From an optimization exercise on the open Yosys and OpenROAD flow, aimed at small area, a short achievable clock period and few clock cycles; shortcuts taken in it are not production practice.
At most, simulation tests tie the RTL to the original design; equivalence was not proved.
Function not checked in runs 5 to 8: the RTL went through the layout flow alone.
No activity file was given, so power comes from the tool's default toggle rates.

## flow/design.v (module list and top-level ports; edited modules follow where they fit)
// module mac_lane: 86 lines
// module mac_pp_tree: 489 lines
// module mac_acc_tree: 331 lines
// module mac_add8c: 57 lines
// module mac_add48: 466 lines
// module mac_array: 108 lines
module mac_array (
  input  logic        clk,
  input  logic        arst_n_in,
  input  logic        in_valid,
  output logic        in_ready,
  input  logic [63:0] a_in,
  input  logic [63:0] b_in,
  input  logic        in_last,
  input  logic        round_in,
  input  logic        sat_in,
  output logic        out_valid,
  input  logic        out_ready,
  output logic [63:0] out,
  output logic [3:0]  out_ovf
);
  // ...
==> flow/flow/run.sh <==
#!/bin/bash
# Standard layout flow, with the port buffers made from a regular buffer
# cell (the default pick is a delay cell). All tool output is in
# orfs/logs/ (per step) and in standard.log here.
set -euo pipefail
export BUFFER_PORTS_ARGS="-buffer_cell sky130_fd_sc_hd__buf_1"
bash standard.sh > standard.log 2>&1
==> flow/standard.sh <==
#!/bin/bash
# synth_recipe.tcl (not shown) runs the flow's synth.tcl, then flattens the netlist and writes it again
# the make line also repeats each setting of config.mk as NAME=value (left out here)
make -C /OpenROAD-flow-scripts/flow DESIGN_CONFIG=/design/flow/config.mk WORK_HOME=/design/flow/orfs CLKGATE_MAP_FILE= SYNTH_SCRIPT=/design/flow/synth_recipe.tcl "${@:-finish}"
==> flow/config.mk <==
export PLATFORM = sky130hd
export DESIGN_NAME = mac_array
export DESIGN_NICKNAME = mac_array
export VERILOG_FILES = /design/flow/design.v
export SDC_FILE = /design/flow/constraint.sdc
export NUM_CORES = 4
export LEC_CHECK = 0
export ABC_AREA = 1
export CAP_MARGIN = 20
export CORE_MARGIN = 2
export CORE_UTILIZATION = 40
export CTS_CLUSTER_DIAMETER = 120
export CTS_CLUSTER_SIZE = 22
export SETUP_SLACK_MARGIN = 4.1
export SLEW_MARGIN = 20
==> flow/constraint.sdc <==
create_clock -name core_clock -period 7.0 [get_ports {clk}]
set_input_delay 1.4000 -clock core_clock [delete_from_list [all_inputs] [get_ports {clk}]]
set_output_delay 1.4000 -clock core_clock [all_outputs]
set_load 0.01 [all_outputs]
==> results.py, run 1 <==
metrics = {
    "layout": {
        "fillCellCount": 14400,
        "n_all_inverters": 850,
        "stdcell_area_mm2": 0.0652,
        "diodes": 0,
        "nNetsFinal": 6994,
        "stdcell_count": 8029,
        "area_growth_syn_to_layout_pct": 7.78,
        "regMostFlops": "g_lane.u_lane.pv_q",
        "multi_input_comb_area_mm2": 0.0326,
        "buffers_excl_clock": 265,
    },
    "floorplan": {
        "io_pins": 205,
        "initial_core_util_pct": 40.4,
    },
    "critical_path": {
        "reg2reg_depth": 10,
        "r2r_start": "g_lane[2].u_lane.pv_q[68]",
        "r2r_slack_ns": 4.12,
        "slowest_delay_ns": 0.61,
    },
    "drt": {
        "ant_nets": 0,
        "wl_met1_um": 65300,
        "wl_met2_um": 63100,
        "vias": 39300,
    },
    "logic_synthesis": {
        "synthXorXnorAreaFrac_pct": 10.8,
        "synth_cell_type_count": 48,
        "synth_area_leader_cell": "dfxtp_1",
        "yosysMostFrequentCell": "dfxtp_1",
        "synth_top_cell_area_share_pct": 28.2,
        "ys.warnings.count": 2,
        "syn_area_mm2": 0.0605,
    },
    "power": {
        "p_total_uw": 33800,
        "power_density_mw_per_mm2": 517,
        "pg_clk_uw": 3520,
        "p_seq_share_pct": 32.7,
    },
    "global_routing": {
        "grt_antenna_before_repair": 1,
        "grt_overflow": 0,
        "grt_pass1_wl_um": 223000,
        "use_met3_pct": 2.75,
        "top_usage_layer": "met2",
    },
    "cts": {
        "htreeDepth": 2,
        "holdBufCountCts": 0,
    },
    "status": {
        "outcome": "finished clean",
    },
    "placement": {
        "place_inst": 7900,
        "io_buffers": 204,
    },
    "sta": {
        "worst_slew_pin_slew_ns": 1.07,
    },
    "min_path": {
        "hold_path.class": "reg2reg",
    },
}
Testbench counts, summed over its fixed seeds: cycles 20,723.
==> run 2: changes to the inputs <==
--- a/flow/config.mk
+++ b/flow/config.mk
@@ -7,9 +7,9 @@
 export LEC_CHECK = 0
 export ABC_AREA = 1
-export CAP_MARGIN = 20
+export CAP_MARGIN = 5
 export CORE_MARGIN = 2
 export CORE_UTILIZATION = 40
 export CTS_CLUSTER_DIAMETER = 120
 export CTS_CLUSTER_SIZE = 22
-export SETUP_SLACK_MARGIN = 4.1
-export SLEW_MARGIN = 20
+export SETUP_SLACK_MARGIN = 4.05
+export SLEW_MARGIN = 5
==> results.py, run 2 <==
metrics = {
    "floorplan": {
        "die_area_mm2": 0.154,
        "rows": 142,
        "die_w_um": 393,
        "core_area_mm2": 0.150,
        "die-height_um": 393,
        "io_pins": 205,
        "initial_core_util_pct": 40.4,
    },
    "critical_path": {
        "reg2reg_depth": 11,
        "worstPathCellList": "buf_4 -> buf_8 -> buf_16 -> nand2_1 -> fa_1 -> fa_2 -> inv_1 -> fa_2 -> nand3_1 -> nand2_2 -> fa_2",
        "worstSetupEndpointType": "flop",
        "crit_arrival_ns": 3.45,
        "timing.critical_path.buf_inv": 4,
        "r2r_slack_ns": 4.12,
        "crit_required_ns": 7.57,
        "slowest_delay_ns": 0.50,
        "cpMaxStageDelayCell": "dfrtp_4",
        "startpoint_type": "flop",
        "r2r_start": "g_lane[2].u_lane.part_q",
        "worst_r2r_endpoint": "g_lane[3].u_lane.acc_q[28]",
        "critPathKind": "reg2reg",
        "critical_path.max_fanout": 6,
        "crit_family": "adder cells",
        "cp_common_cell": "fa_2",
    },
    "layout": {
        "diodes": 0,
        "stdcell_area_mm2": 0.0649,
        "regMostFlops": "g_lane.u_lane.pv_q",
        "top_regs": "g_lane.u_lane.pv_q x340, g_lane.u_lane.acc_q x192, sk_q x136",
        "nNetsFinal": 6982,
        "layout_commonest_cell": "nand2_1",
        "multi_input_comb_area_mm2": 0.0324,
        "final-seq-area_mm2": 0.0237,
        "final_cell_mix": "nand2_1, inv_1, dfxtp_1",
        "drive_above_1_share_pct": 7.25,
        "largest_register_ffs": 340,
        "area_growth_syn_to_layout_pct": 7.20,
        "fillCellCount": 14300,
        "post-route-util_pct": 43.3,
    },
    "logic_synthesis": {
        "synthesis.nets": 7039,
        "synth_top_cell_area_share_pct": 28.2,
        "yosysMostFrequentCell": "dfxtp_1",
        "ys_ff_latch": 1071,
        "synthTopCellsByArea": "dfxtp_1, fa_1, edfxtp_1, xor2_1, ha_1",
        "synth_flop_cell": "dfxtp_1",
        "async_flop_share_pct": 1.40,
        "synth_area_leader_cell": "dfxtp_1",
        "seq_area_frac_synth_pct": 38.9,
        "syn_inst": 6033,
        "synth_edf_count": 204,
        "syn_area_mm2": 0.0605,
        "synth_cell_type_count": 48,
        "ys.warnings.count": 2,
        "synth_common_cells": "dfxtp_1, nand2_1, inv_1, xor2_1, fa_1",
        "syn_area_per_cell_um2": 10.0,
    },
    "sta": {
        "setup_viol": 0,
        "rsz0062_at_grt": "true",
        "hold_viol_final": 0,
        "tns_ns": 0,
        "finalCritPeriodShare_pct": 41.1,
        "worst_slack_ns": 4.12,
        "worst_slew_pin_slew_ns": 1.04,
        "layout_min_cycle_time_ns": 2.88,
        "hold_slack_ns": 0.330,
        "skew_ns": 0.0450,
        "slew_violations": 0,
        "slew_headroom_pct": 30.7,
        "clock.fmax_ghz": 0.348,
    },
    "placement": {
        "dp.final_hpwl_um": 98000,
        "post-place-ws_ns": 3.22,
        "postPlaceCellArea_mm2": 0.0624,
        "place.gp.congestion": 0.904,
        "io_buffers": 204,
    },
    "power": {
        "clock_power_share_pct": 11.0,
        "pwr-share-comb_pct": 55.5,
        "leakagePower_uw": 0.0296,
        "power_switching_uw": 14100,
        "internal_power_uw": 18900,
        "irDropWorstVdd_mv": 0.279,
        "power_density_mw_per_mm2": 508,
        "p_seq_share_pct": 33.4,
        "p_sw_share_pct": 42.7,
    },
    "drt": {
        "firstDrtPassIters": 7,
        "wl_um": 136000,
        "drc": 0,
        "viasPerCell": 4.86,
        "drt_iter0_markers": 2340,
        "wl_met2_um": 62000,
        "wl_per_cell_um": 16.9,
        "highest-signal-layer": "met4",
        "vias": 39000,
        "wl_met3_um": 7540,
        "ant_nets": 0,
        "wl_met1_um": 63200,
    },
    "global_routing": {
        "grt_overflow": 0,
        "grt_start_max_net_pins": 70,
        "grt_antenna_before_repair": 3,
        "grt_use_total_pct": 17.6,
        "grt_pass1_vias": 39500,
        "grt_pass1_wl_um": 218000,
    },
    "job": {
        "maxCapViolCount": 0,
    },
    "min_path": {
        "hold_start": "r1_q",
        "holdPathStages": 0,
        "hold_end": "r2_q",
        "hold_path.class": "reg2reg",
    },
    "cts": {
        "path_clk_slew_ns": 0.09,
        "cts_sinks": 1071,
        "cts_root_buf": "clkbuf_16",
        "clock_path_buffers": 3,
        "numCtsBuffers": 57,
        "tritoncts": "built",
        "htreeDepth": 2,
        "holdBufCountCts": 0,
        "worstSkewPairLatency_ns": 0.71,
    },
    "status": {
        "outcome": "finished clean",
    },
}
[run 2: repair_timing]
item	in CTS	in global routing
setup endpoints to repair	217	112
gates cloned	4	2
pin swaps	1	28
hold endpoints to repair	0	0
resized for setup	36	157
setup buffers	19	9
[run 2: cell families (layout without fill, tap and decap cells)]
kind of cell / after synthesis / after routing / share of synthesized area, %
AO/OA/AOI/OAI: 765 / 765 / 7.85
buffers and inverters: 1217 / 1186 / 7.80
flip-flops: 1071 / 1071 / 38.9
adder cells (fa/ha/maj): 871 / 871 / 25.0
XOR/XNOR: 746 / 746 / 10.8
AND/OR/NAND/NOR: 1363 / 1363 / 9.62
[run 2: how the worst max path moves through the flow]
stage                              startpoint                          to  slack [ns]  depth (start not counted)
floorplan                           out_ready                      o_q[0]        4.09                          2
global placement      g_lane[2].u_lane.part_q  g_lane[3].u_lane.acc_q[13]        3.27                         10
detailed placement    g_lane[2].u_lane.part_q  g_lane[3].u_lane.acc_q[13]        3.22                         10
CTS                   g_lane[2].u_lane.part_q  g_lane[2].u_lane.acc_q[21]        4.05                         11
global route        g_lane[2].u_lane.pv_q[68]  g_lane[2].u_lane.acc_q[31]        3.98                         12
finish                g_lane[2].u_lane.part_q  g_lane[3].u_lane.acc_q[28]        4.12                         11
[run 2: final cells by class]
type                       instances  area share (%)
clock buffer                      77            2.38
clock inverter                     8           0.164
inverter                         850            4.98
multi-input combinational       3745            49.9
sequential                      1071            36.6
tap                             2016            3.89
timing repair buffer             251            2.09
[run 2: through the flow]
step | power [uW] | instances
final | 32900 | 8018
after detailed placement | 29200 | 7899
after global placement | 28400 | 7899
after floorplan | 24500 | 6033
after CTS | 33100 | 8007
after global routing | 36800 | 8018
[run 2: layer usage]
layer  GRT usage, %  vias to the layer above
met3           2.68                      168
met1           24.9                    18900
li1               -                    18900
met4           4.32                        0
met2           28.2                     1000
met5              0                        -
[run 2: power by group through the flow]
stage | Clock, uW | Combinational [uW] | Sequential [uW]
after CTS | 3800 | 18300 | 11000
after global routing | 4000 | 21500 | 11300
final | 3640 | 18300 | 11000
after detailed placement | 0 | 18000 | 11200
after floorplan | 0 | 14200 | 10300
after global placement | 0 | 17200 | 11100
[run 2: worst reg2reg max path: cells and delay by family (launching register included)]
| family | cells | cell delay (ns) |
|---|---|---|
| flip-flops | 1 | 0.50 |
| adder cells (fa/ha/maj) | 4 | 1.46 |
| AND/OR/NAND/NOR | 3 | 0.28 |
| buffers and inverters | 4 | 0.51 |
==> run 3: changes to the inputs <==
--- a/flow/config.mk
+++ b/flow/config.mk
@@ -7,9 +7,9 @@
 export LEC_CHECK = 0
 export ABC_AREA = 1
-export CAP_MARGIN = 5
+export CAP_MARGIN = 20
 export CORE_MARGIN = 2
 export CORE_UTILIZATION = 40
-export CTS_CLUSTER_DIAMETER = 120
-export CTS_CLUSTER_SIZE = 22
+export CTS_CLUSTER_DIAMETER = 110
+export CTS_CLUSTER_SIZE = 18
 export SETUP_SLACK_MARGIN = 4.05
-export SLEW_MARGIN = 5
+export SLEW_MARGIN = 20
==> results.py, run 3 <==
metrics = {
    "logic_synthesis": {
        "syn_area_mm2": 0.0605,
        "synth_cell_type_count": 48,
        "synthTopCellsByArea": "dfxtp_1, fa_1, edfxtp_1, xor2_1, ha_1",
        "synth_area_leader_cell": "dfxtp_1",
        "async_flop_share_pct": 1.40,
        "synthesis.nets": 7039,
        "syn_inst": 6033,
        "synth_top_cell_area_share_pct": 28.2,
        "synth_common_cells": "dfxtp_1, nand2_1, inv_1, xor2_1, fa_1",
        "ys.warnings.count": 2,
        "synth_edf_count": 204,
        "synth_flop_cell": "dfxtp_1",
        "seq_area_frac_synth_pct": 38.9,
        "syn_area_per_cell_um2": 10.0,
        "ys_ff_latch": 1071,
        "yosysMostFrequentCell": "dfxtp_1",
    },
    "critical_path": {
        "critical_path.max_fanout": 17,
        "startpoint_type": "flop",
        "cp_common_cell": "fa_1",
        "slowest_delay_ns": 0.82,
        "worstSetupEndpointType": "flop",
        "crit_required_ns": 7.54,
        "reg2reg_depth": 6,
        "worstPathCellList": "o22ai_1 -> xor2_1 -> fa_1 -> fa_1 -> inv_1 -> fa_1",
        "cpMaxStageDelayCell": "dfxtp_1",
        "critPathKind": "reg2reg",
        "crit_arrival_ns": 3.43,
    },
    "floorplan": {
        "initial_core_util_pct": 40.4,
        "rows": 142,
        "die-height_um": 393,
        "die_w_um": 393,
        "core_area_mm2": 0.150,
        "die_area_mm2": 0.154,
        "io_pins": 205,
    },
    "drt": {
        "wl_um": 136000,
        "wl_per_cell_um": 17.0,
        "wl_met3_um": 7990,
        "drt_iter0_markers": 2298,
        "drc": 0,
        "wl_met2_um": 62300,
        "vias": 39300,
        "viasPerCell": 4.89,
        "highest-signal-layer": "met4",
        "ant_nets": 0,
        "wl_met1_um": 63000,
        "firstDrtPassIters": 6,
    },
    "placement": {
        "place.gp.congestion": 0.904,
        "dp.final_hpwl_um": 98000,
        "io_buffers": 204,
        "post-place-ws_ns": 3.22,
        "postPlaceCellArea_mm2": 0.0624,
    },
    "layout": {
        "layout_commonest_cell": "nand2_1",
        "multi_input_comb_area_mm2": 0.0324,
        "fillCellCount": 14300,
        "regMostFlops": "g_lane.u_lane.pv_q",
        "top_regs": "g_lane.u_lane.pv_q x340, g_lane.u_lane.acc_q x192, sk_q x136",
        "stdcell_area_mm2": 0.0653,
        "nNetsFinal": 6997,
        "diodes": 0,
        "final_cell_mix": "nand2_1, inv_1, dfxtp_1",
        "area_growth_syn_to_layout_pct": 7.88,
        "final-seq-area_mm2": 0.0237,
        "drive_above_1_share_pct": 7.72,
        "largest_register_ffs": 340,
    },
    "sta": {
        "worst_slew_pin_slew_ns": 1.03,
        "layout_min_cycle_time_ns": 2.88,
        "clock.fmax_ghz": 0.347,
        "setup_viol": 0,
        "slew_headroom_pct": 31.4,
        "tns_ns": 0,
        "finalCritPeriodShare_pct": 41.2,
        "worst_slack_ns": 4.12,
        "rsz0062_at_grt": "true",
        "hold_viol_final": 0,
        "skew_ns": 0.0388,
        "slew_violations": 0,
    },
    "power": {
        "power_density_mw_per_mm2": 513,
        "leakagePower_uw": 0.0298,
        "irDropWorstVdd_mv": 0.279,
    },
    "global_routing": {
        "grt_start_max_net_pins": 70,
        "grt_pass1_wl_um": 219000,
        "grt_antenna_before_repair": 3,
        "grt_overflow": 0,
        "grt_use_total_pct": 17.8,
        "grt_pass1_vias": 39700,
    },
    "cts": {
        "cts_sinks": 1071,
        "htreeDepth": 3,
        "cts_root_buf": "clkbuf_16",
        "path_clk_slew_ns": 0.08,
        "tritoncts": "built",
        "worstSkewPairLatency_ns": 0.68,
        "clock_path_buffers": 3,
        "numCtsBuffers": 71,
    },
    "min_path": {
        "hold_path.class": "reg2reg",
        "holdPathStages": 0,
    },
    "job": {
        "maxCapViolCount": 0,
    },
    "status": {
        "outcome": "finished clean",
    },
}
## run 3: cell counts after synthesis
Identical to the previous run, type by type.
## run 3: kinds of logic after synthesis
| group | synth area share (%) |
|---|---|
| and+or+nand+nor | 9.62 |
| buffers and inverters | 7.80 |
| DFF | 38.9 |
| adders and majority gates | 25.0 |
| AOI/OAI and AO/OA | 7.85 |
| xor gates and xnor gates | 10.8 |
## run 3: path summary, 6_finish.rpt
check | endpoint | slack (ns) | start
min in group asynchronous | cnt_q[1] | 0.79 | arst_n_in
worst min register to register | r2_q | 0.33 | r1_q
max in group asynchronous | g_lane[2].u_lane.part_q | 5.61 | arst_n_in
worst min-delay path | r2_q | 0.33 | r1_q
worst max register to register | g_lane[2].u_lane.pv_q[44] | 4.12 | g_lane[2].u_lane.one_n_q[7]
worst max-delay path | g_lane[2].u_lane.pv_q[44] | 4.12 | g_lane[2].u_lane.one_n_q[7]
## run 3: critical path: cells and delay by family (launching register included)
family,cells,cell delay [ns]
XOR/XNOR,1,0.22
flip-flops,1,0.82
AO/OA/AOI/OAI,1,0.20
buffers and inverters,1,0.06
adder cells (fa/ha/maj),3,1.44
## run 3: final cells by class
class,count,share of cell area (%)
Clock buffer,94,2.90
Clock inverter,11,0.186
Tap cell,2016,3.86
Inverter,850,4.94
Sequential cell,1071,36.3
Multi-Input combinational cell,3745,49.7
Timing Repair Buffer,252,2.09
## run 3: what timing repair did
action	4_1_cts	5_1_grt
buffers inserted	18	11
cloned	4	2
resized for setup	36	167
endpoints found under the hold margin	0	0
pin swaps	0	29
endpoints found under the setup margin	216	128
hold buffers	0	0
## run 3: report_power, final
part / switching, uW / internal (uW)
clock: 2150 / 1950
sequential: 1820 / 9210
combinational: 10200 / 8140
## run 3: through the flow
step,total power (uW),util (%),std cells,hold slack (ns)
after global routing,37400,43.5,8039,0.346
after CTS,33600,43.2,8026,0.331
after floorplan,24500,-,6033,0.310
after global placement,28400,41.6,7899,0.315
after detailed placement,29200,41.6,7899,0.312
final,33500,43.5,8039,0.328
## run 3: metal layers
layer | GRT usage, % | vias up
li1 | - | 19000
met2 | 28.4 | 1064
met5 | 0 | -
met1 | 25.0 | 19100
met3 | 2.80 | 175
met4 | 5.13 | 0
==> run 4: changes to the inputs <==
==> flow/run.sh (new file) <==
#!/bin/bash
# synth_recipe.tcl (not shown) runs the flow's synth.tcl, then flattens the netlist and writes it again
# the make line also repeats each setting of config.mk as NAME=value (left out here)
make -C /OpenROAD-flow-scripts/flow DESIGN_CONFIG=/design/flow/config.mk WORK_HOME=/design/flow/orfs CLKGATE_MAP_FILE= SYNTH_SCRIPT=/design/flow/synth_recipe.tcl finish
--- a/flow/config.mk
+++ b/flow/config.mk
@@ -10,6 +10,6 @@
 export CORE_MARGIN = 2
 export CORE_UTILIZATION = 40
-export CTS_CLUSTER_DIAMETER = 110
-export CTS_CLUSTER_SIZE = 18
+export CTS_CLUSTER_DIAMETER = 120
+export CTS_CLUSTER_SIZE = 22
 export SETUP_SLACK_MARGIN = 4.05
 export SLEW_MARGIN = 20
removed: flow/flow/run.sh
removed: flow/standard.sh
==> results.py, run 4 <==
metrics = {
    "cts": {
        "holdBufCountCts": 0,
        "cts_root_buf": "clkbuf_16",
        "numCtsBuffers": 56,
        "path_clk_slew_ns": 0.09,
        "worstSkewPairLatency_ns": 0.70,
        "clock_path_buffers": 3,
        "tritoncts": "built",
        "htreeDepth": 2,
        "cts_sinks": 1071,
    },
    "critical_path": {
        "r2r_slack_ns": 4.10,
        "critical_path.max_fanout": 16,
        "startpoint_type": "flop",
        "critPathKind": "reg2reg",
        "worstSetupEndpointType": "flop",
        "startpoint": "g_lane[3].u_lane.two_n_q[5]",
        "r2r_start": "g_lane[3].u_lane.two_n_q[5]",
        "crit_required_ns": 7.58,
        "crit_arrival_ns": 3.48,
        "worst_r2r_endpoint": "g_lane[3].u_lane.pv_q[50]",
        "reg2reg_depth": 6,
    },
    "drt": {
        "drt_iter0_markers": 2607,
        "wl_per_cell_um": 17.2,
        "drc": 0,
        "viasPerCell": 4.90,
        "wl_um": 138000,
        "vias": 39300,
        "ant_nets": 0,
        "firstDrtPassIters": 6,
    },
    "logic_synthesis": {
        "syn_inst": 6033,
        "synthesis.nets": 7039,
        "yosysMostFrequentCell": "dfxtp_1",
        "ys.warnings.count": 2,
        "synth_flop_cell": "dfxtp_1",
        "synth_area_leader_cell": "dfxtp_1",
        "synth_common_cells": "dfxtp_1, nand2_1, inv_1, xor2_1, fa_1",
        "synth_cell_type_count": 48,
        "syn_area_per_cell_um2": 10.0,
        "seq_area_frac_synth_pct": 38.9,
        "synth_top_cell_area_share_pct": 28.2,
        "synthTopCellsByArea": "dfxtp_1, fa_1, edfxtp_1, xor2_1, ha_1",
        "ys_ff_latch": 1071,
        "synth_edf_count": 204,
        "async_flop_share_pct": 1.40,
        "syn_area_mm2": 0.0605,
    },
    "min_path": {
        "hold_start": "r1_q",
        "holdPathStages": 0,
        "hold_path.class": "reg2reg",
        "hold_end": "r2_q",
    },
    "floorplan": {
        "rows": 142,
        "die_area_mm2": 0.154,
        "die-height_um": 393,
        "initial_core_util_pct": 40.4,
        "io_pins": 205,
        "die_w_um": 393,
        "core_area_mm2": 0.150,
    },
    "global_routing": {
        "grt_overflow": 0,
        "grt_use_total_pct": 17.5,
        "grt_start_max_net_pins": 81,
        "grt_pass1_wl_um": 217000,
        "grt_pass1_vias": 39900,
        "grt_antenna_before_repair": 3,
    },
    "layout": {
        "area_growth_syn_to_layout_pct": 9.06,
        "regMostFlops": "g_lane.u_lane.pv_q",
        "drive_above_1_share_pct": 7.22,
        "stdcell_count": 8012,
        "top_regs": "g_lane.u_lane.pv_q x340, g_lane.u_lane.acc_q x192, sk_q x136",
        "nNetsFinal": 6973,
        "layout_commonest_cell": "nand2_1",
        "largest_register_ffs": 340,
        "final_cell_mix": "nand2_1, inv_1, dfxtp_1",
    },
    "power": {
        "leakagePower_uw": 0.0302,
        "clock_power_share_pct": 10.9,
        "power_density_mw_per_mm2": 502,
        "irDropWorstVdd_mv": 0.276,
        "p_sw_share_pct": 42.5,
        "p_seq_share_pct": 33.0,
        "pwr-share-comb_pct": 56.1,
        "internal_power_uw": 19100,
        "power_switching_uw": 14100,
    },
    "placement": {
        "post-place-ws_ns": 3.23,
        "place_inst": 7898,
        "dp.final_hpwl_um": 97600,
        "place.gp.congestion": 0.871,
        "io_buffers": 204,
    },
    "sta": {
        "worst_slew_pin_slew_ns": 1.07,
        "rsz0062_at_grt": "true",
        "layout_min_cycle_time_ns": 2.90,
        "finalCritPeriodShare_pct": 41.4,
        "hold_viol_final": 0,
        "tns_ns": 0,
        "worst_slack_ns": 4.10,
        "hold_slack_ns": 0.335,
        "slew_violations": 0,
        "setup_viol": 0,
        "skew_ns": 0.0477,
        "slew_headroom_pct": 28.4,
        "clock.fmax_ghz": 0.345,
    },
    "status": {
        "outcome": "finished clean",
    },
    "job": {
        "maxCapViolCount": 0,
    },
}
[run 4: changes by cell type in the layout (fill, tap and decap cells not counted), sizes merged]
cell and delta:
inv -4, buf -213, dlygate4sd2 +64, bufbuf -2
clkinv -1, clkbuf -13, clkinvlp +1, diode +2
clkdlybuf4s50 +134, clkdlybuf4s15 +5
[run 4: per-layer routing]
metal / wire length (um) / global-route usage (%) / vias to the layer above
met1: 63900 / 24.5 / 19100
met5: 0 / 0 / -
li1: - / - / 18900
met4: 2900 / 4.44 / 0
met2: 63400 / 28.6 / 1092
met3: 7690 / 2.26 / 168
[run 4: worst max path at each step]
stage	end	slack, ns	depth (start not counted)
3_5_place_dp	g_lane[2].u_lane.acc_q[13]	3.23	10
4_1_cts	g_lane[2].u_lane.acc_q[13]	4.03	10
5_1_grt	g_lane[2].u_lane.acc_q[29]	4.03	10
6_report	g_lane[3].u_lane.pv_q[50]	4.10	6
2_1_floorplan	o_q[0]	4.09	2
3_3_place_gp	cnt_q[1]	3.23	9
[run 4: repair_timing]
| item | CTS | global route |
|---|---|---|
| endpoints found under the setup margin | 280 | 134 |
| buffers inserted | 18 | 2 |
| pin swaps | 3 | 26 |
| cloned | 2 | 5 |
| gates resized for setup | 105 | 169 |
[run 4: through the flow]
stage                     cell area (um^2)  utilization (%)  total power (uW)
after detailed placement             63700             42.5             29400
after global placement               63700             42.5             28600
final                                66000             44.0             33100
after floorplan                      60500                -             24500
after global routing                 66000             44.0             36900
after CTS                            65500             43.7             33100
[run 4: power groups by stage]
stage	Combinational (uW)	Clock, uW	Sequential, uW
floorplan	14200	0	10300
global placement	17500	0	11100
detailed placement	18300	0	11100
CTS	18400	3760	10900
global route	21800	3950	11200
finish	18600	3610	10900
[run 4: critical path: stages, from the launching register on]
cell and delay, ns:
dfxtp_1 0.86, o22ai_1 0.19, xor2_1 0.20, fa_1 0.51
inv_1 0.05, fa_1 0.49, fa_1 0.48
[run 4: cells by family after synthesis]
group / Yosys count / synth area share [%]
and+or+nand+nor: 1363 / 9.62
DFF: 1071 / 38.9
buffers and inverters: 1217 / 7.80
AOI/OAI and AO/OA: 765 / 7.85
adders and majority gates: 871 / 25.0
xor gates and xnor gates: 746 / 10.8
[run 4: layout make-up]
| cell class | count | area (um^2) |
|---|---|---|
| Antenna cell | 2 | 5.00 |
| Clock buffer | 78 | 1530 |
| Sequential cell | 1071 | 23700 |
| Tap cell | 2016 | 2520 |
| Inverter | 850 | 3240 |
| Clock inverter | 7 | 104 |
| Timing Repair Buffer | 243 | 2440 |
| Fill cell | 14400 | 84000 |
| Multi-Input combinational cell | 3745 | 32400 |
==> module mac_lane, before the edit <==
module mac_lane #(
  parameter int unsigned NV = 85
) (
  input  logic        clk_i,
  input  logic        rst_ni,
  input  logic        take_i,     
  input  logic [15:0] a_i,
  input  logic [15:0] b_i,
  input  logic        v1_i,       
  input  logic        l1_i,       
  input  logic        rnd_i,      
  input  logic        rnd_f_i,    
  input  logic        sat_f_i,
  output logic [15:0] res_o,      
  output logic        ovf_o
);
  logic [15:0]   a_q;
  logic [7:0]    one_d, two_d, neg_d, one_q, two_q, neg_q;
  logic [NV-1:0] pv, pv_q;
  logic [47:0]   rs, rc;
  logic [47:15]  fin_q;
  always_comb begin
    for (int i = 0; i < 8; i++) begin
      {neg_d[i], two_d[i], one_d[i]} =
        mac_pkg::booth_enc(b_i[2*i+1], b_i[2*i], (i == 0) ? 1'b0 : b_i[2*i-1]);
    end
  end
  logic [15:0] a_n_q;
  logic [7:0]  one_n_q, two_n_q;
  always_ff @(posedge clk_i) begin
    a_n_q   <= take_i ? ~a_i : 16'hffff;
    one_n_q <= ~one_d;
    two_n_q <= ~two_d;
    neg_q   <= neg_d;
  end
  assign a_q   = ~a_n_q;
  assign one_q = ~one_n_q;
  assign two_q = ~two_n_q;
  mac_pp_tree u_pp (.a(a_q), .one(one_q), .two(two_q), .neg(neg_q), .v(pv));
  always_ff @(posedge clk_i) begin
    pv_q <= pv;
  end
  logic [47:0] acc_q, acc_g, acc_n, pend, t;
  logic [5:1]  cc_q, cc_g;
  logic [5:0]  co;
  logic        part_q;
  always_ff @(posedge clk_i or negedge rst_ni) begin
    if (!rst_ni) begin
      part_q <= 1'b0;
    end else if (v1_i) begin
      part_q <= ~l1_i;
    end
  end
  assign acc_g = part_q ? acc_q : 48'h0;
  assign cc_g  = part_q ? cc_q : 5'h0;
  mac_acc_tree u_acc (.v(pv_q), .acc(acc_g), .s(rs), .c(rc));
  for (genvar gj = 0; gj < 6; gj++) begin : g_blk
    mac_add8c u_blk (
      .a (rs[8*gj +: 8]),
      .b (rc[8*gj +: 8]),
      .ci((gj == 0) ? 1'b0 : cc_g[gj]),
      .co(co[gj]),
      .y (acc_n[8*gj +: 8])
    );
  end
  always_ff @(posedge clk_i) begin
    acc_q <= acc_n;
    cc_q  <= co[4:0];
  end
  always_comb begin
    pend = 48'h0;
    for (int j = 1; j < 6; j++) pend[8*j] = cc_q[j];
    pend[15] = rnd_i;
  end
  mac_add48 u_fin (.a(acc_q), .b(pend), .y(t));
  always_ff @(posedge clk_i) begin
    fin_q <= t[47:15];
  end
  logic wrap, sgn;
  always_comb begin
    wrap  = rnd_f_i & fin_q[47] & ~|fin_q[46:15];
    sgn   = fin_q[47] & ~wrap;
    ovf_o = ~(&fin_q[47:31] | ~|fin_q[47:31]);
    res_o = (sat_f_i & ovf_o) ? (sgn ? 16'h8000 : 16'h7fff) : fin_q[31:16];
  end
endmodule
==> run 5: changes to the inputs <==
--- a/flow/design.v
+++ b/flow/design.v
@@ -34,15 +34,10 @@
     end
   end
-  logic [15:0] a_n_q;
-  logic [7:0]  one_n_q, two_n_q;
   always_ff @(posedge clk_i) begin
-    a_n_q   <= take_i ? ~a_i : 16'hffff;
-    one_n_q <= ~one_d;
-    two_n_q <= ~two_d;
-    neg_q   <= neg_d;
+    a_q   <= take_i ? a_i : 16'h0;
+    one_q <= one_d;
+    two_q <= two_d;
+    neg_q <= neg_d;
   end
-  assign a_q   = ~a_n_q;
-  assign one_q = ~one_n_q;
-  assign two_q = ~two_n_q;
   mac_pp_tree u_pp (.a(a_q), .one(one_q), .two(two_q), .neg(neg_q), .v(pv));
   always_ff @(posedge clk_i) begin
@@ -50,6 +45,6 @@
   end
   logic [47:0] acc_q, acc_g, acc_n, pend, t;
-  logic [5:1]  cc_q, cc_g;
-  logic [5:0]  co;
+  logic [11:1] cc_q, cc_g;
+  logic [11:0] co;
   logic        part_q;
   always_ff @(posedge clk_i or negedge rst_ni) begin
@@ -61,22 +56,22 @@
   end
   assign acc_g = part_q ? acc_q : 48'h0;
-  assign cc_g  = part_q ? cc_q : 5'h0;
+  assign cc_g  = part_q ? cc_q : 11'h0;
   mac_acc_tree u_acc (.v(pv_q), .acc(acc_g), .s(rs), .c(rc));
-  for (genvar gj = 0; gj < 6; gj++) begin : g_blk
-    mac_add8c u_blk (
-      .a (rs[8*gj +: 8]),
-      .b (rc[8*gj +: 8]),
+  for (genvar gj = 0; gj < 12; gj++) begin : g_blk
+    mac_add4c u_blk (
+      .a (rs[4*gj +: 4]),
+      .b (rc[4*gj +: 4]),
       .ci((gj == 0) ? 1'b0 : cc_g[gj]),
       .co(co[gj]),
-      .y (acc_n[8*gj +: 8])
+      .y (acc_n[4*gj +: 4])
     );
   end
   always_ff @(posedge clk_i) begin
     acc_q <= acc_n;
-    cc_q  <= co[4:0];
+    cc_q  <= co[10:0];
   end
   always_comb begin
     pend = 48'h0;
-    for (int j = 1; j < 6; j++) pend[8*j] = cc_q[j];
+    for (int j = 1; j < 12; j++) pend[4*j] = cc_q[j];
     pend[15] = rnd_i;
   end
@@ -913,13 +908,13 @@
   assign c[47] = t150;
 endmodule
-module mac_add8c (
-  input  logic [7:0] a,
-  input  logic [7:0] b,
+module mac_add4c (
+  input  logic [3:0] a,
+  input  logic [3:0] b,
   input  logic        ci,
   output logic        co,
-  output logic [7:0] y
+  output logic [3:0] y
 );
-  logic [7:0] g, p, cy;
-  assign g = {a[7:1] & b[7:1], (a[0] & b[0]) | ((a[0] ^ b[0]) & ci)};
+  logic [3:0] g, p, cy;
+  assign g = {a[3:1] & b[3:1], (a[0] & b[0]) | ((a[0] ^ b[0]) & ci)};
   assign p = a ^ b;
   logic gg1, pp1;
@@ -927,46 +922,18 @@
   logic gg3, pp3;
   logic gg4, pp4;
-  logic gg5, pp5;
-  logic gg6, pp6;
-  logic gg7, pp7;
-  logic gg8, pp8;
-  logic gg9, pp9;
-  logic gg10, pp10;
-  logic gg11, pp11;
-  logic gg12, pp12;
   assign gg1 = g[1] | (p[1] & g[0]);
   assign pp1 = 1'b0;
   assign gg2 = g[3] | (p[3] & g[2]);
   assign pp2 = p[3] & p[2];
-  assign gg3 = g[5] | (p[5] & g[4]);
-  assign pp3 = p[5] & p[4];
-  assign gg4 = g[7] | (p[7] & g[6]);
-  assign pp4 = p[7] & p[6];
-  assign gg5 = g[2] | (p[2] & gg1);
-  assign pp5 = 1'b0;
-  assign gg6 = gg2 | (pp2 & gg1);
-  assign pp6 = 1'b0;
-  assign gg7 = g[6] | (p[6] & gg3);
-  assign pp7 = p[6] & pp3;
-  assign gg8 = gg4 | (pp4 & gg3);
-  assign pp8 = pp4 & pp3;
-  assign gg9 = g[4] | (p[4] & gg6);
-  assign pp9 = 1'b0;
-  assign gg10 = gg3 | (pp3 & gg6);
-  assign pp10 = 1'b0;
-  assign gg11 = gg7 | (pp7 & gg6);
-  assign pp11 = 1'b0;
-  assign gg12 = gg8 | (pp8 & gg6);
-  assign pp12 = 1'b0;
+  assign gg3 = g[2] | (p[2] & gg1);
+  assign pp3 = 1'b0;
+  assign gg4 = gg2 | (pp2 & gg1);
+  assign pp4 = 1'b0;
   assign cy[0] = ci;
   assign cy[1] = g[0];
   assign cy[2] = gg1;
-  assign cy[3] = gg5;
-  assign cy[4] = gg6;
-  assign cy[5] = gg9;
-  assign cy[6] = gg10;
-  assign cy[7] = gg11;
+  assign cy[3] = gg3;
   assign y = p ^ cy;
-  assign co = gg12;
+  assign co = gg4;
 endmodule
 module mac_add48 (
==> flow/flow/run.sh (new file) <==
#!/bin/bash
# Standard layout flow, with the port buffers made from a regular buffer
# cell (the default pick is a delay cell). All tool output is in
# orfs/logs/ (per step) and in standard.log here.
set -euo pipefail
export BUFFER_PORTS_ARGS="-buffer_cell sky130_fd_sc_hd__buf_4"
bash standard.sh > standard.log 2>&1
==> flow/standard.sh (new file) <==
#!/bin/bash
# synth_recipe.tcl (not shown) runs the flow's synth.tcl, then flattens the netlist and writes it again
# the make line also repeats each setting of config.mk as NAME=value (left out here)
make -C /OpenROAD-flow-scripts/flow DESIGN_CONFIG=/design/flow/config.mk WORK_HOME=/design/flow/orfs CLKGATE_MAP_FILE= SYNTH_SCRIPT=/design/flow/synth_recipe.tcl "${@:-finish}"
--- a/flow/config.mk
+++ b/flow/config.mk
@@ -10,6 +10,4 @@
 export CORE_MARGIN = 2
 export CORE_UTILIZATION = 40
-export CTS_CLUSTER_DIAMETER = 120
-export CTS_CLUSTER_SIZE = 22
-export SETUP_SLACK_MARGIN = 4.05
+export SETUP_SLACK_MARGIN = 4.2
 export SLEW_MARGIN = 20
removed: flow/run.sh
==> results.py, run 5 <==
metrics = {
    "logic_synthesis": {
        "syn_inst": 6511,
        "syn_area_mm2": 0.0631,
        "synth_common_cells": "inv_1, dfxtp_1, nand2_1, xor2_1, fa_1",
        "synth_compound_area_share_pct": 7.45,
        "syn_area_per_cell_um2": 9.69,
        "synthesis.nets": 7537,
        "synth.mux.area_fraction_pct": 0.446,
        "async_flop_share_pct": 1.37,
        "yosys.area_share.simple_pct": 9.91,
        "seq_area_frac_synth_pct": 38.1,
        "ys_ff_latch": 1095,
        "synth_area_leader_cell": "dfxtp_1",
        "synth_top_cell_area_share_pct": 27.8,
        "ys.warnings.count": 2,
        "synth_top_family_by_area": "adder cells",
        "synth_edf_count": 204,
        "yosysMostFrequentCell": "inv_1",
        "synthTopCellsByArea": "dfxtp_1, fa_1, edfxtp_1, xor2_1, inv_1",
        "synth_cell_type_count": 47,
        "synth_flop_cell": "dfxtp_1",
        "synthXorXnorAreaFrac_pct": 9.34,
        "synth-adder-area-share_pct": 25.1,
    },
    "min_path": {
        "hold_path.class": "reg2reg",
    },
    "drt": {
        "drt_iter0_markers": 3213,
        "vias": 44900,
        "viasPerCell": 4.88,
        "wl_per_cell_um": 17.8,
        "firstDrtPassIters": 6,
        "wl_um": 163000,
        "drc": 0,
        "ant_nets": 0,
    },
    "layout": {
        "post-route-util_pct": 48.4,
        "drive_above_1_share_pct": 19.9,
        "layout_commonest_cell": "inv_1",
        "stdcell_count": 9202,
        "regMostFlops": "g_lane.u_lane.pv_q",
        "top_regs": "g_lane.u_lane.pv_q x340, g_lane.u_lane.acc_q x192, sk_q x136",
        "nNetsFinal": 8062,
        "largest_register_ffs": 340,
        "final_cell_mix": "inv_1, nand2_1, dfxtp_1",
        "area_growth_syn_to_layout_pct": 20.0,
        "fillCellCount": 14500,
    },
    "critical_path": {
        "crit_required_ns": 7.62,
        "timing.critical_path.buf_inv": 3,
        "critPathKind": "reg2reg",
        "worstSetupEndpointType": "flop",
        "startpoint_type": "flop",
        "critical_path.max_fanout": 7,
        "crit_arrival_ns": 3.51,
        "worstPathCellList": "clkinvlp_4 -> buf_4 -> o22ai_1 -> xor2_1 -> fa_1 -> fa_1 -> inv_1 -> fa_1",
        "crit_family": "adder cells",
        "cp_common_cell": "fa_1",
        "slowest_delay_ns": 0.55,
        "cpMaxStageDelayCell": "fa_1",
    },
    "power": {
        "irDropWorstVdd_mv": 0.259,
        "p_total_uw": 36600,
        "power_density_mw_per_mm2": 484,
        "leakagePower_uw": 0.0359,
    },
    "placement": {
        "io_buffers": 204,
        "dp.final_hpwl_um": 110000,
        "place_inst": 8543,
        "place.gp.congestion": 0.905,
    },
    "sta": {
        "skew_ns": 0.0291,
        "hold_viol_final": 0,
        "worst_slew_pin_slew_ns": 1.00,
        "layout_min_cycle_time_ns": 2.89,
        "setup_viol": 0,
        "rsz0062_at_grt": "true",
        "slew_headroom_pct": 33.3,
        "clock.fmax_ghz": 0.346,
        "finalCritPeriodShare_pct": 41.3,
        "tns_ns": 0,
        "slew_violations": 0,
    },
    "cts": {
        "clock_path_buffers": 3,
        "cts_root_buf": "clkbuf_16",
        "path_clk_slew_ns": 0.06,
        "numCtsBuffers": 119,
        "htreeDepth": 3,
        "tritoncts": "built",
        "cts_sinks": 1095,
        "worstSkewPairLatency_ns": 0.75,
    },
    "floorplan": {
        "core_area_mm2": 0.156,
        "initial_core_util_pct": 40.4,
        "die-height_um": 401,
        "rows": 145,
        "die_area_mm2": 0.161,
        "die_w_um": 401,
        "io_pins": 205,
    },
    "global_routing": {
        "grt_overflow": 0,
        "grt_pass1_vias": 45500,
        "grt_start_max_net_pins": 78,
        "grt_use_total_pct": 19.4,
        "grt_pass1_wl_um": 249000,
        "grt_antenna_before_repair": 4,
    },
    "status": {
        "outcome": "finished clean",
    },
    "job": {
        "maxCapViolCount": 0,
    },
}
## run 5: final cells by class
| class | instances | area (um^2) | share of cell area (%) |
|---|---|---|---|
| Inverter | 1346 | 5530 | 7.30 |
| Sequential cell | 1095 | 24200 | 32.0 |
| Clock inverter | 70 | 943 | 1.25 |
| Multi-Input combinational cell | 3829 | 33800 | 44.6 |
| Tap cell | 2058 | 2570 | 3.40 |
| Clock buffer | 155 | 3430 | 4.53 |
| Timing Repair inverter | 41 | 263 | 0.347 |
| Antenna cell | 4 | 10.0 | 0.0132 |
| Timing Repair Buffer | 604 | 4970 | 6.56 |
## run 5: cells by family after synthesis
family,after synthesis
mux,25
simple gates,1469
fa+ha+maj,891
flops,1095
buf+inv,1587
xor+xnor,673
compound gates,771
## run 5: through the flow
step                      setup WS, ns  hold WS, ns  cell area, um^2
after floorplan                   4.10        0.310            63100
after global placement            3.61        0.314            66300
after detailed placement          3.56        0.313            66300
after CTS                         4.11        0.327            73500
after global routing              4.07        0.335            75700
final                             4.11        0.327            75700
## run 5: power by group
group,total (uW),switching (uW),internal [uW]
clock,6880,2710,4160
sequential,11000,1560,9420
combinational,18800,10800,8000
total,36600,15100,21600
## run 5: routing by layer
metal	vias to the layer above	GRT usage [%]	wire length (um)
met3	409	3.10	11500
li1	21300	-	-
met4	0	6.92	6060
met5	-	0	0
met2	1625	31.2	73800
met1	21600	26.5	72000
## run 5: repair_timing
action	CTS	global route
setup buffers	242	138
resized for setup	217	282
pin swaps	19	93
hold buffers	0	0
setup endpoints to repair	240	139
gates cloned	9	41
## run 5: worst paths after layout
check / from / end / slack [ns] / cells past startpoint
worst max-delay path: g_lane[0].u_lane.one_q[2] / g_lane[0].u_lane.pv_q[44] / 4.11 / 8
worst min-delay path: s0_q / s1_q / 0.33 / 0
worst max register to register: g_lane[0].u_lane.one_q[2] / g_lane[0].u_lane.pv_q[44] / 4.11 / 8
worst min register to register: s0_q / s1_q / 0.33 / 0
max in group asynchronous: arst_n_in / g_lane[2].u_lane.part_q / 6.21 / 1
min in group asynchronous: arst_n_in / l1_q / 0.53 / 1
==> run 6: changes to the inputs <==
--- a/flow/config.mk
+++ b/flow/config.mk
@@ -10,4 +10,4 @@
 export CORE_MARGIN = 2
 export CORE_UTILIZATION = 40
-export SETUP_SLACK_MARGIN = 4.2
+export SETUP_SLACK_MARGIN = 4.05
 export SLEW_MARGIN = 20
==> results.py, run 6 <==
metrics = {
    "status": {
        "outcome": "finished clean",
    },
    "floorplan": {
        "initial_core_util_pct": 40.4,
        "core_area_mm2": 0.156,
        "die-height_um": 401,
        "die_area_mm2": 0.161,
        "die_w_um": 401,
        "io_pins": 205,
        "rows": 145,
    },
    "critical_path": {
        "crit_arrival_ns": 3.51,
        "crit_path_end": "g_lane[3].u_lane.pv_q[38]",
        "r2r_start": "g_lane[3].u_lane.neg_q[5]",
        "worst_r2r_endpoint": "g_lane[3].u_lane.pv_q[38]",
        "startpoint": "g_lane[3].u_lane.neg_q[5]",
        "r2r_slack_ns": 4.07,
        "reg2reg_depth": 7,
        "worstSetupEndpointType": "flop",
        "crit_required_ns": 7.57,
        "critical_path.max_fanout": 7,
        "startpoint_type": "flop",
        "critPathKind": "reg2reg",
    },
    "placement": {
        "postPlaceCellArea_mm2": 0.0663,
        "place.gp.congestion": 0.903,
        "io_buffers": 204,
        "dp.final_hpwl_um": 110000,
    },
    "job": {
        "maxCapViolCount": 0,
    },
    "logic_synthesis": {
        "synth_top_cell_area_share_pct": 27.8,
        "ys_ff_latch": 1095,
        "synth_common_cells": "inv_1, dfxtp_1, nand2_1, xor2_1, fa_1",
        "synthXorXnorAreaFrac_pct": 9.34,
        "synth_top_family_by_area": "adder cells",
        "syn_inst": 6511,
        "async_flop_share_pct": 1.37,
        "synth_compound_area_share_pct": 7.45,
        "seq_area_frac_synth_pct": 38.1,
        "synth_area_leader_cell": "dfxtp_1",
        "synth_flop_cell": "dfxtp_1",
        "synth_cell_type_count": 47,
        "syn_area_mm2": 0.0631,
        "yosysMostFrequentCell": "inv_1",
        "yosys.area_share.simple_pct": 9.91,
        "synthTopCellsByArea": "dfxtp_1, fa_1, edfxtp_1, xor2_1, inv_1",
        "synth-adder-area-share_pct": 25.1,
        "syn_area_per_cell_um2": 9.69,
        "synth_edf_count": 204,
        "synthesis.nets": 7537,
        "ys.warnings.count": 2,
        "synth.mux.area_fraction_pct": 0.446,
    },
    "global_routing": {
        "grt_start_max_net_pins": 74,
        "grt_pass1_wl_um": 244000,
        "grt_overflow": 0,
        "grt_pass1_vias": 44500,
        "grt_antenna_before_repair": 1,
        "grt_use_total_pct": 18.9,
    },
    "drt": {
        "wl_um": 155000,
        "drc": 0,
        "ant_nets": 0,
        "viasPerCell": 4.84,
        "drt_iter0_markers": 2770,
        "firstDrtPassIters": 8,
        "vias": 43900,
        "wl_per_cell_um": 17.1,
    },
    "cts": {
        "tritoncts": "built",
        "numCtsBuffers": 118,
        "worstSkewPairLatency_ns": 0.74,
        "clock_path_buffers": 3,
        "path_clk_slew_ns": 0.06,
        "holdBufCountCts": 0,
        "cts_root_buf": "clkbuf_16",
        "cts_sinks": 1095,
        "htreeDepth": 3,
    },
    "layout": {
        "area_growth_syn_to_layout_pct": 16.5,
        "top_regs": "g_lane.u_lane.pv_q x340, g_lane.u_lane.acc_q x192, sk_q x136",
        "regMostFlops": "g_lane.u_lane.pv_q",
        "nNetsFinal": 7935,
        "largest_register_ffs": 340,
        "stdcell_area_mm2": 0.0735,
        "final_cell_mix": "inv_1, nand2_1, dfxtp_1",
        "drive_above_1_share_pct": 14.9,
        "layout_commonest_cell": "inv_1",
    },
    "sta": {
        "slew_headroom_pct": 29.8,
        "tns_ns": 0,
        "worst_slew_pin_slew_ns": 1.05,
        "slew_violations": 0,
        "layout_min_cycle_time_ns": 2.93,
        "setup_viol": 0,
        "skew_ns": 0.0468,
        "finalCritPeriodShare_pct": 41.9,
        "clock.fmax_ghz": 0.341,
        "rsz0062_at_grt": "true",
        "hold_viol_final": 0,
    },
    "power": {
        "internal_power_uw": 20900,
        "p_sw_share_pct": 41.4,
        "pwr-share-comb_pct": 51.2,
        "irDropWorstVdd_mv": 0.255,
        "power_switching_uw": 14800,
        "leakagePower_uw": 0.0353,
        "clock_power_share_pct": 18.1,
        "p_seq_share_pct": 30.6,
        "power_density_mw_per_mm2": 485,
    },
    "min_path": {
        "hold_path.class": "reg2reg",
        "holdPathStages": 0,
    },
}
## run 6: cell counts after synthesis
No cell type changed its count.
## run 6: worst min-delay path by stage
stage | end | startpoint | slack (ns)
floorplan | r1_q | r0_q | 0.31
global placement | r1_q | r0_q | 0.31
detailed placement | s3_q | s2_q | 0.32
CTS | r1_q | r0_q | 0.33
global route | r1_q | r0_q | 0.33
finish | s3_q | s2_q | 0.33
## run 6: layout make-up
class,count,area [um^2]
timing repair inverter,9,45.0
sequential,1095,24100
fill,14700,82900
tap,2058,2570
clock inverter,63,731
clock buffer,160,3340
antenna,3,7.51
inverter,1346,5470
multi-input combinational,3829,33100
timing repair buffer,510,4220
## run 6: cell families after synthesis
| logic type | after synthesis |
|---|---|
| buf+inv | 1587 |
| simple gates | 1469 |
| flops | 1095 |
| fa+ha+maj | 891 |
| compound gates | 771 |
| xor+xnor | 673 |
| mux | 25 |
## run 6: through the flow
stage / util [%] / cells / total power, uW / hold slack, ns / setup WS, ns
2_1_floorplan: - / 6511 / 23800 / 0.310 / 4.08
3_3_place_gp: 42.4 / 8544 / 28200 / 0.314 / 3.44
3_5_place_dp: 42.4 / 8544 / 29200 / 0.316 / 3.32
4_1_cts: 45.5 / 8820 / 35900 / 0.329 / 4.05
5_1_grt: 47.0 / 9070 / 39500 / 0.334 / 3.97
6_report: 47.0 / 9073 / 35700 / 0.333 / 4.07
## run 6: timing repair
item | in CTS | in global routing
pin swaps | 0 | 6
gates resized for setup | 72 | 97
cloned | 2 | 10
setup endpoints to repair | 193 | 84
setup buffers | 51 | 240
## run 6: worst max-delay path: stages, from the launching register on
cell	delay, ns
dfxtp_1	0.67
clkinvlp_4	0.16
buf_4	0.19
xor2_1	0.24
fa_1	0.50
fa_1	0.52
inv_1	0.06
fa_1	0.46
## run 6: per-layer routing
layer,up-vias,share of wire [%],global-route usage (%)
met4,0,3.1,6.28
met2,1417,45,30.1
met3,298,6.2,3.00
met1,21200,46,26.2
met5,-,0,0
li1,21000,-,-
## run 6: power groups by stage
stage	Sequential, uW	Combinational, uW	Clock [uW]
final	10900	18300	6470
after global routing	11200	21400	6920
after CTS	10900	18400	6650
after detailed placement	11000	18100	0
after global placement	11000	17100	0
after floorplan	10600	13300	0
==> run 7: changes to the inputs <==
--- a/flow/design.v
+++ b/flow/design.v
@@ -915,25 +915,29 @@
   output logic [3:0] y
 );
-  logic [3:0] g, p, cy;
-  assign g = {a[3:1] & b[3:1], (a[0] & b[0]) | ((a[0] ^ b[0]) & ci)};
-  assign p = a ^ b;
-  logic gg1, pp1;
-  logic gg2, pp2;
-  logic gg3, pp3;
-  logic gg4, pp4;
-  assign gg1 = g[1] | (p[1] & g[0]);
-  assign pp1 = 1'b0;
-  assign gg2 = g[3] | (p[3] & g[2]);
-  assign pp2 = p[3] & p[2];
-  assign gg3 = g[2] | (p[2] & gg1);
-  assign pp3 = 1'b0;
-  assign gg4 = gg2 | (pp2 & gg1);
-  assign pp4 = 1'b0;
-  assign cy[0] = ci;
-  assign cy[1] = g[0];
-  assign cy[2] = gg1;
-  assign cy[3] = gg3;
-  assign y = p ^ cy;
-  assign co = gg4;
+  logic [3:0] g, p, x;
+  logic [4:0]   c;
+  logic [0:0] gg, gp;
+  assign g = a & b;
+  assign p = a | b;
+  assign x = a ^ b;
+  assign c[0] = ci;
+  assign gg[0] = (g[3])
+      | (g[2] & p[3])
+      | (g[1] & p[2] & p[3])
+      | (g[0] & p[1] & p[2] & p[3]);
+  assign gp[0] = p[0] & p[1] & p[2] & p[3];
+  assign c[4] = (gg[0])
+      | (ci & gp[0]);
+  assign c[1] = (g[0])
+      | (c[0] & p[0]);
+  assign c[2] = (g[1])
+      | (g[0] & p[1])
+      | (c[0] & p[0] & p[1]);
+  assign c[3] = (g[2])
+      | (g[1] & p[2])
+      | (g[0] & p[1] & p[2])
+      | (c[0] & p[0] & p[1] & p[2]);
+  assign y = x ^ c[3:0];
+  assign co = c[4];
 endmodule
 module mac_add48 (
==> flow/run.sh (new file) <==
#!/bin/bash
# synth_recipe.tcl (not shown) runs the flow's synth.tcl, then flattens the netlist and writes it again
# the make line also repeats each setting of config.mk as NAME=value (left out here)
make -C /OpenROAD-flow-scripts/flow DESIGN_CONFIG=/design/flow/config.mk WORK_HOME=/design/flow/orfs CLKGATE_MAP_FILE= SYNTH_SCRIPT=/design/flow/synth_recipe.tcl finish
removed: flow/flow/run.sh
removed: flow/standard.sh
==> results.py, run 7 <==
metrics = {
    "min_path": {
        "hold_path.class": "reg2reg",
    },
    "power": {
        "irDropWorstVdd_mv": 0.271,
        "leakagePower_uw": 0.0378,
        "p_total_uw": 38800,
        "power_density_mw_per_mm2": 502,
    },
    "layout": {
        "nNetsFinal": 8602,
        "drive_above_1_share_pct": 10.0,
        "post-route-util_pct": 46.4,
        "largest_register_ffs": 340,
        "area_growth_syn_to_layout_pct": 15.6,
        "layout_commonest_cell": "inv_1",
        "diodes": 0,
        "regMostFlops": "g_lane.u_lane.pv_q",
        "top_regs": "g_lane.u_lane.pv_q x340, g_lane.u_lane.acc_q x192, sk_q x136",
        "fillCellCount": 15900,
        "final_cell_mix": "inv_1, nand2_1, dfxtp_1",
    },
    "critical_path": {
        "critical_path.max_fanout": 1,
        "crit_required_ns": 5.60,
        "slowest_delay_ns": 0.56,
        "critPathKind": "reg2out",
        "timing.critical_path.buf_inv": 1,
        "worstSetupEndpointType": "output pin",
        "cpMaxStageDelayCell": "edfxtp_1",
        "crit_family": "flip-flops",
        "worstPathCellList": "buf_2",
        "crit_arrival_ns": 1.55,
        "startpoint_type": "flop",
        "r2r_slack_ns": 4.11,
    },
    "drt": {
        "vias": 46300,
        "viasPerCell": 4.78,
        "drt_iter0_markers": 3206,
        "wl_um": 161000,
        "ant_nets": 0,
        "firstDrtPassIters": 8,
        "drc": 0,
        "wl_per_cell_um": 16.6,
    },
    "placement": {
        "place.gp.congestion": 0.907,
        "dp.final_hpwl_um": 116000,
        "io_buffers": 204,
    },
    "cts": {
        "cts_sinks": 1095,
        "numCtsBuffers": 130,
        "holdBufCountCts": 0,
        "tritoncts": "built",
        "cts_root_buf": "clkbuf_16",
        "worstSkewPairLatency_ns": 0.80,
        "clock_path_buffers": 3,
        "path_clk_slew_ns": 0.06,
        "htreeDepth": 4,
    },
    "floorplan": {
        "io_pins": 205,
        "die-height_um": 413,
        "initial_core_util_pct": 40.1,
        "die_w_um": 413,
        "die_area_mm2": 0.170,
        "rows": 150,
        "core_area_mm2": 0.167,
    },
    "logic_synthesis": {
        "synth_area_leader_cell": "dfxtp_1",
        "synth_flop_cell": "dfxtp_1",
        "synthTopCellsByArea": "dfxtp_1, fa_1, ha_1, xor2_1, edfxtp_1",
        "synthXorXnorAreaFrac_pct": 10.1,
        "syn_area_mm2": 0.0669,
        "synthesis.nets": 8273,
        "synth_edf_count": 204,
        "synth_top_cell_area_share_pct": 26.2,
        "syn_inst": 7059,
        "ys.warnings.count": 2,
        "yosys.area_share.simple_pct": 9.24,
        "synth_compound_area_share_pct": 8.18,
        "yosysMostFrequentCell": "inv_1",
        "synth_top_family_by_area": "adder cells",
        "synth-adder-area-share_pct": 26.2,
        "syn_area_per_cell_um2": 9.47,
        "synth_cell_type_count": 48,
        "synth_common_cells": "inv_1, dfxtp_1, nand2_1, xor2_1, ha_1",
        "async_flop_share_pct": 1.37,
        "seq_area_frac_synth_pct": 36.0,
        "synth.mux.area_fraction_pct": 0.421,
        "ys_ff_latch": 1095,
    },
    "global_routing": {
        "grt_pass1_wl_um": 254000,
        "grt_start_max_net_pins": 77,
        "grt_use_total_pct": 18.8,
        "grt_antenna_before_repair": 4,
        "grt_overflow": 0,
        "grt_pass1_vias": 47100,
    },
    "sta": {
        "rsz0062_at_grt": "true",
        "tns_ns": 0,
        "clock.fmax_ghz": 0.339,
        "layout_min_cycle_time_ns": 2.95,
        "setup_viol": 0,
        "finalCritPeriodShare_pct": 42.1,
        "worst_slew_pin_slew_ns": 1.09,
        "skew_ns": 0.0333,
        "slew_violations": 0,
        "hold_viol_final": 0,
        "slew_headroom_pct": 27.3,
    },
    "status": {
        "outcome": "finished clean",
    },
    "job": {
        "maxCapViolCount": 0,
    },
}
-- run 7: layer usage --
metal	global-route usage [%]	vias to the layer above	routed length [um]	part of all wire (%)
li1	-	22500	-	-
met5	0	-	11	0.0068
met4	5.86	2	4400	2.7
met2	30.5	1226	74000	46
met3	3.29	269	9160	5.7
met1	25.4	22300	73600	46
-- run 7: kinds of logic (layout without fill, tap and decap cells) --
family / count (synthesis) / count (layout)
buffers and inverters: 1728 / 2161
muxes: 25 / 25
and+or+nand+nor: 1521 / 1521
DFF: 1095 / 1095
xor gates and xnor gates: 769 / 769
AOI/OAI and AO/OA: 842 / 842
adders and majority gates: 1079 / 1079
-- run 7: path summary, 6_finish.rpt --
| check | start | endpoint | depth (start not counted) |
|---|---|---|---|
| setup / recovery | o_q[51] | out[51] | 1 |
| hold / removal | r0_q | r1_q | 0 |
| setup reg to reg | g_lane[3].u_lane.one_q[4] | g_lane[3].u_lane.pv_q[53] | 9 |
| hold reg to reg | r0_q | r1_q | 0 |
| max in group asynchronous | arst_n_in | g_lane[2].u_lane.part_q | 1 |
| min in group asynchronous | arst_n_in | cnt_q[1] | 1 |
-- run 7: layout make-up --
type	count	area (um^2)	area share, %
multi-input cells	4236	36200	46.9
flip-flops and latches	1095	24100	31.2
inverters	1486	5950	7.70
repair buffers	435	3890	5.04
clock buffers	164	3520	4.56
well taps	2204	2760	3.57
clock inverters	72	817	1.06
repair inverters	4	20.0	0.0259
-- run 7: through the flow --
stage                     instance area (um^2)  hold slack, ns  worst slack (ns)  std cells
after floorplan                          66900           0.310              4.09       7059
after global placement                   70700           0.316              3.73       9236
after detailed placement                 70700           0.312              3.74       9236
after CTS                                75300           0.324              3.85       9491
after global routing                     77300           0.338              4.01       9696
final                                    77300           0.322              4.05       9696
-- run 7: power by group --
group	total [uW]	switching, uW	internal (uW)
combinational	21000	11900	9050
sequential	11000	1540	9430
clock	6850	2890	3970
total	38800	16400	22400
-- run 7: what timing repair did --
item	in CTS	in global routing
buffers inserted	18	200
pin swaps	0	0
gates cloned	1	5
setup endpoints to repair	191	112
resized for setup	184	97
endpoints found under the hold margin	0	0
==> run 8: changes to the inputs <==
--- a/flow/design.v
+++ b/flow/design.v
@@ -45,6 +45,6 @@
   end
   logic [47:0] acc_q, acc_g, acc_n, pend, t;
-  logic [11:1] cc_q, cc_g;
-  logic [11:0] co;
+  logic [5:1]  cc_q, cc_g;
+  logic [5:0]  co;
   logic        part_q;
   always_ff @(posedge clk_i or negedge rst_ni) begin
@@ -56,22 +56,22 @@
   end
   assign acc_g = part_q ? acc_q : 48'h0;
-  assign cc_g  = part_q ? cc_q : 11'h0;
+  assign cc_g  = part_q ? cc_q : 5'h0;
   mac_acc_tree u_acc (.v(pv_q), .acc(acc_g), .s(rs), .c(rc));
-  for (genvar gj = 0; gj < 12; gj++) begin : g_blk
-    mac_add4c u_blk (
-      .a (rs[4*gj +: 4]),
-      .b (rc[4*gj +: 4]),
+  for (genvar gj = 0; gj < 6; gj++) begin : g_blk
+    mac_add8c u_blk (
+      .a (rs[8*gj +: 8]),
+      .b (rc[8*gj +: 8]),
       .ci((gj == 0) ? 1'b0 : cc_g[gj]),
       .co(co[gj]),
-      .y (acc_n[4*gj +: 4])
+      .y (acc_n[8*gj +: 8])
     );
   end
   always_ff @(posedge clk_i) begin
     acc_q <= acc_n;
-    cc_q  <= co[10:0];
+    cc_q  <= co[4:0];
   end
   always_comb begin
     pend = 48'h0;
-    for (int j = 1; j < 12; j++) pend[4*j] = cc_q[j];
+    for (int j = 1; j < 6; j++) pend[8*j] = cc_q[j];
     pend[15] = rnd_i;
   end
@@ -908,14 +908,14 @@
   assign c[47] = t150;
 endmodule
-module mac_add4c (
-  input  logic [3:0] a,
-  input  logic [3:0] b,
+module mac_add8c (
+  input  logic [7:0] a,
+  input  logic [7:0] b,
   input  logic        ci,
   output logic        co,
-  output logic [3:0] y
+  output logic [7:0] y
 );
-  logic [3:0] g, p, x;
-  logic [4:0]   c;
-  logic [0:0] gg, gp;
+  logic [7:0] g, p, x;
+  logic [8:0]   c;
+  logic [1:0] gg, gp;
   assign g = a & b;
   assign p = a | b;
@@ -927,6 +927,14 @@
       | (g[0] & p[1] & p[2] & p[3]);
   assign gp[0] = p[0] & p[1] & p[2] & p[3];
+  assign gg[1] = (g[7])
+      | (g[6] & p[7])
+      | (g[5] & p[6] & p[7])
+      | (g[4] & p[5] & p[6] & p[7]);
+  assign gp[1] = p[4] & p[5] & p[6] & p[7];
   assign c[4] = (gg[0])
       | (ci & gp[0]);
+  assign c[8] = (gg[1])
+      | (gg[0] & gp[1])
+      | (ci & gp[0] & gp[1]);
   assign c[1] = (g[0])
       | (c[0] & p[0]);
@@ -938,6 +946,15 @@
       | (g[0] & p[1] & p[2])
       | (c[0] & p[0] & p[1] & p[2]);
-  assign y = x ^ c[3:0];
-  assign co = c[4];
+  assign c[5] = (g[4])
+      | (c[4] & p[4]);
+  assign c[6] = (g[5])
+      | (g[4] & p[5])
+      | (c[4] & p[4] & p[5]);
+  assign c[7] = (g[6])
+      | (g[5] & p[6])
+      | (g[4] & p[5] & p[6])
+      | (c[4] & p[4] & p[5] & p[6]);
+  assign y = x ^ c[7:0];
+  assign co = c[8];
 endmodule
 module mac_add48 (
==> results.py, run 8 <==
metrics = {
    "logic_synthesis": {
        "seq_area_frac_synth_pct": 35.4,
        "syn_area_mm2": 0.0666,
        "ys_ff_latch": 1071,
        "synth_compound_area_share_pct": 7.23,
        "synthXorXnorAreaFrac_pct": 9.49,
        "yosysMostFrequentCell": "inv_1",
        "synth_cell_type_count": 48,
        "yosys.area_share.simple_pct": 11.2,
        "synthesis.nets": 8377,
        "synth_top_family_by_area": "adder cells",
        "synth_edf_count": 204,
        "syn_area_per_cell_um2": 9.28,
        "synth-adder-area-share_pct": 25.9,
        "synth_area_leader_cell": "dfxtp_1",
        "synth_flop_cell": "dfxtp_1",
        "synth.mux.area_fraction_pct": 0.508,
        "synth_top_cell_area_share_pct": 25.6,
        "synth_common_cells": "inv_1, nand2_1, dfxtp_1, xor2_1, ha_1",
        "async_flop_share_pct": 1.40,
        "syn_inst": 7175,
    },
    "power": {
        "power_density_mw_per_mm2": 541,
        "p_total_uw": 40900,
        "leakagePower_uw": 0.0370,
    },
    "placement": {
        "place.gp.congestion": 0.893,
        "io_buffers": 204,
        "dp.final_hpwl_um": 111000,
    },
    "layout": {
        "layout_commonest_cell": "inv_1",
        "area_growth_syn_to_layout_pct": 13.5,
        "largest_register_ffs": 340,
        "regMostFlops": "g_lane.u_lane.pv_q",
        "drive_above_1_share_pct": 7.79,
        "final_cell_mix": "inv_1, nand2_1, dfxtp_1",
        "top_regs": "g_lane.u_lane.pv_q x340, g_lane.u_lane.acc_q x192, sk_q x136",
        "nNetsFinal": 8561,
    },
    "cts": {
        "htreeDepth": 3,
        "clock_path_buffers": 3,
        "numCtsBuffers": 117,
        "path_clk_slew_ns": 0.06,
        "worstSkewPairLatency_ns": 0.77,
        "cts_sinks": 1071,
        "cts_root_buf": "clkbuf_16",
    },
    "global_routing": {
        "grt_overflow": 0,
        "grt_pass1_wl_um": 243000,
        "grt_antenna_before_repair": 2,
    },
    "job": {
        "maxCapViolCount": 0,
    },
    "floorplan": {
        "io_pins": 205,
        "die-height_um": 412,
        "die_area_mm2": 0.170,
        "rows": 149,
        "die_w_um": 412,
    },
    "drt": {
        "viasPerCell": 4.74,
        "ant_nets": 0,
        "drc": 0,
        "wl_per_cell_um": 15.5,
        "wl_um": 150000,
    },
    "status": {
        "outcome": "finished clean",
    },
    "sta": {
        "tns_ns": 0,
        "finalCritPeriodShare_pct": 41.3,
        "skew_ns": 0.0592,
        "clock.fmax_ghz": 0.346,
        "setup_viol": 0,
        "slew_violations": 0,
        "slew_headroom_pct": 32.1,
    },
    "critical_path": {
        "slowest_delay_ns": 0.37,
        "critical_path.max_fanout": 3,
        "startpoint_type": "flop",
        "critPathKind": "reg2out",
        "crit_required_ns": 5.60,
        "timing.critical_path.buf_inv": 2,
        "worstSetupEndpointType": "output pin",
    },
    "min_path": {
        "hold_path.class": "reg2reg",
    },
}
[run 8: cell types whose count changed in the layout (fill, tap and decap cells not counted), sizes merged, moves of 46 or more]
cell | previous run | this run
inv | 1398 | 1535
o21bai | 90 | 4
xor2 | 725 | 679
buf | 243 | 96
nand4 | 20 | 79
clkinvlp | 114 | 39
nand2 | 865 | 1019
[run 8: metal layers]
| metal | GRT usage [%] | part of all wire (%) | vias up | wire length, um |
|---|---|---|---|---|
| li1 | - | - | 22600 | - |
| met1 | 24.5 | 47 | 21800 | 71200 |
| met2 | 28.7 | 45 | 1012 | 68200 |
| met3 | 2.38 | 4.8 | 227 | 7170 |
| met4 | 4.55 | 2.3 | 2 | 3400 |
| met5 | 0 | 0.0087 | - | 13 |
[run 8: path summary, 6_finish.rpt]
kind,start,endpoint,slack [ns],depth (start not counted)
setup / recovery,busy_q,in_ready,4.11,2
hold / removal,r1_q,r2_q,0.33,0
setup reg to reg,g_lane[0].u_lane.a_q[10],g_lane[0].u_lane.pv_q[32],4.13,7
hold reg to reg,r1_q,r2_q,0.33,0
max in group asynchronous,arst_n_in,g_lane[2].u_lane.part_q,5.38,1
min in group asynchronous,arst_n_in,wp_q,1.07,1
[run 8: what timing repair did]
item	CTS	global route
hold buffers	0	0
gates cloned	0	3
endpoints found under the setup margin	212	78
buffers inserted	6	68
gates resized for setup	163	59
pin swaps	0	8
[run 8: metrics by stage]
step	worst slack, ns	area [um^2]	hold WS (ns)	cells
floorplan	4.09	66600	0.310	7175
global placement	3.28	70500	0.313	9352
detailed placement	3.29	70500	0.316	9352
CTS	4.05	74800	0.333	9579
global route	3.94	75600	0.334	9650
finish	4.11	75600	0.331	9651
[run 8: power by group]
group | switching [uW] | internal (uW)
combinational | 13800 | 9880
clock | 2680 | 3950
sequential | 1380 | 9200
total | 17900 | 23000
[run 8: final cells by class]
cell class / instances / area [um^2] / share of cell area [%]
clock inverters: 57 / 781 / 1.03
repair inverters: 1 / 5.00 / 0.00662
inverters: 1562 / 5980 / 7.91
multi-input cells: 4316 / 36200 / 47.9
repair buffers: 290 / 2760 / 3.65
flip-flops and latches: 1071 / 23600 / 31.2
clock buffers: 164 / 3490 / 4.62
well taps: 2189 / 2740 / 3.62
diodes: 1 / 2.50 / 0.00331
[run 8: kinds of logic (layout without fill, tap and decap cells)]
| group | Yosys count | after routing |
|---|---|---|
| flip-flops | 1071 | 1071 |
| XOR/XNOR | 721 | 721 |
| buffers and inverters | 1788 | 2074 |
| multiplexers | 30 | 30 |
| AO/OA/AOI/OAI | 770 | 770 |
| AND/OR/NAND/NOR | 1728 | 1728 |
| other | 0 | 1 |
| adder cells (fa/ha/maj) | 1067 | 1067 |

Re-timed with assumed drivers on the ports (clkbuf_16 on the clock, buf_2 on other inputs), run 8 has 4.032 ns of setup slack against 4.111 ns with ideal ports, and 3.579 ns once port delays also move by the mid clock arrival of 0.820 ns.
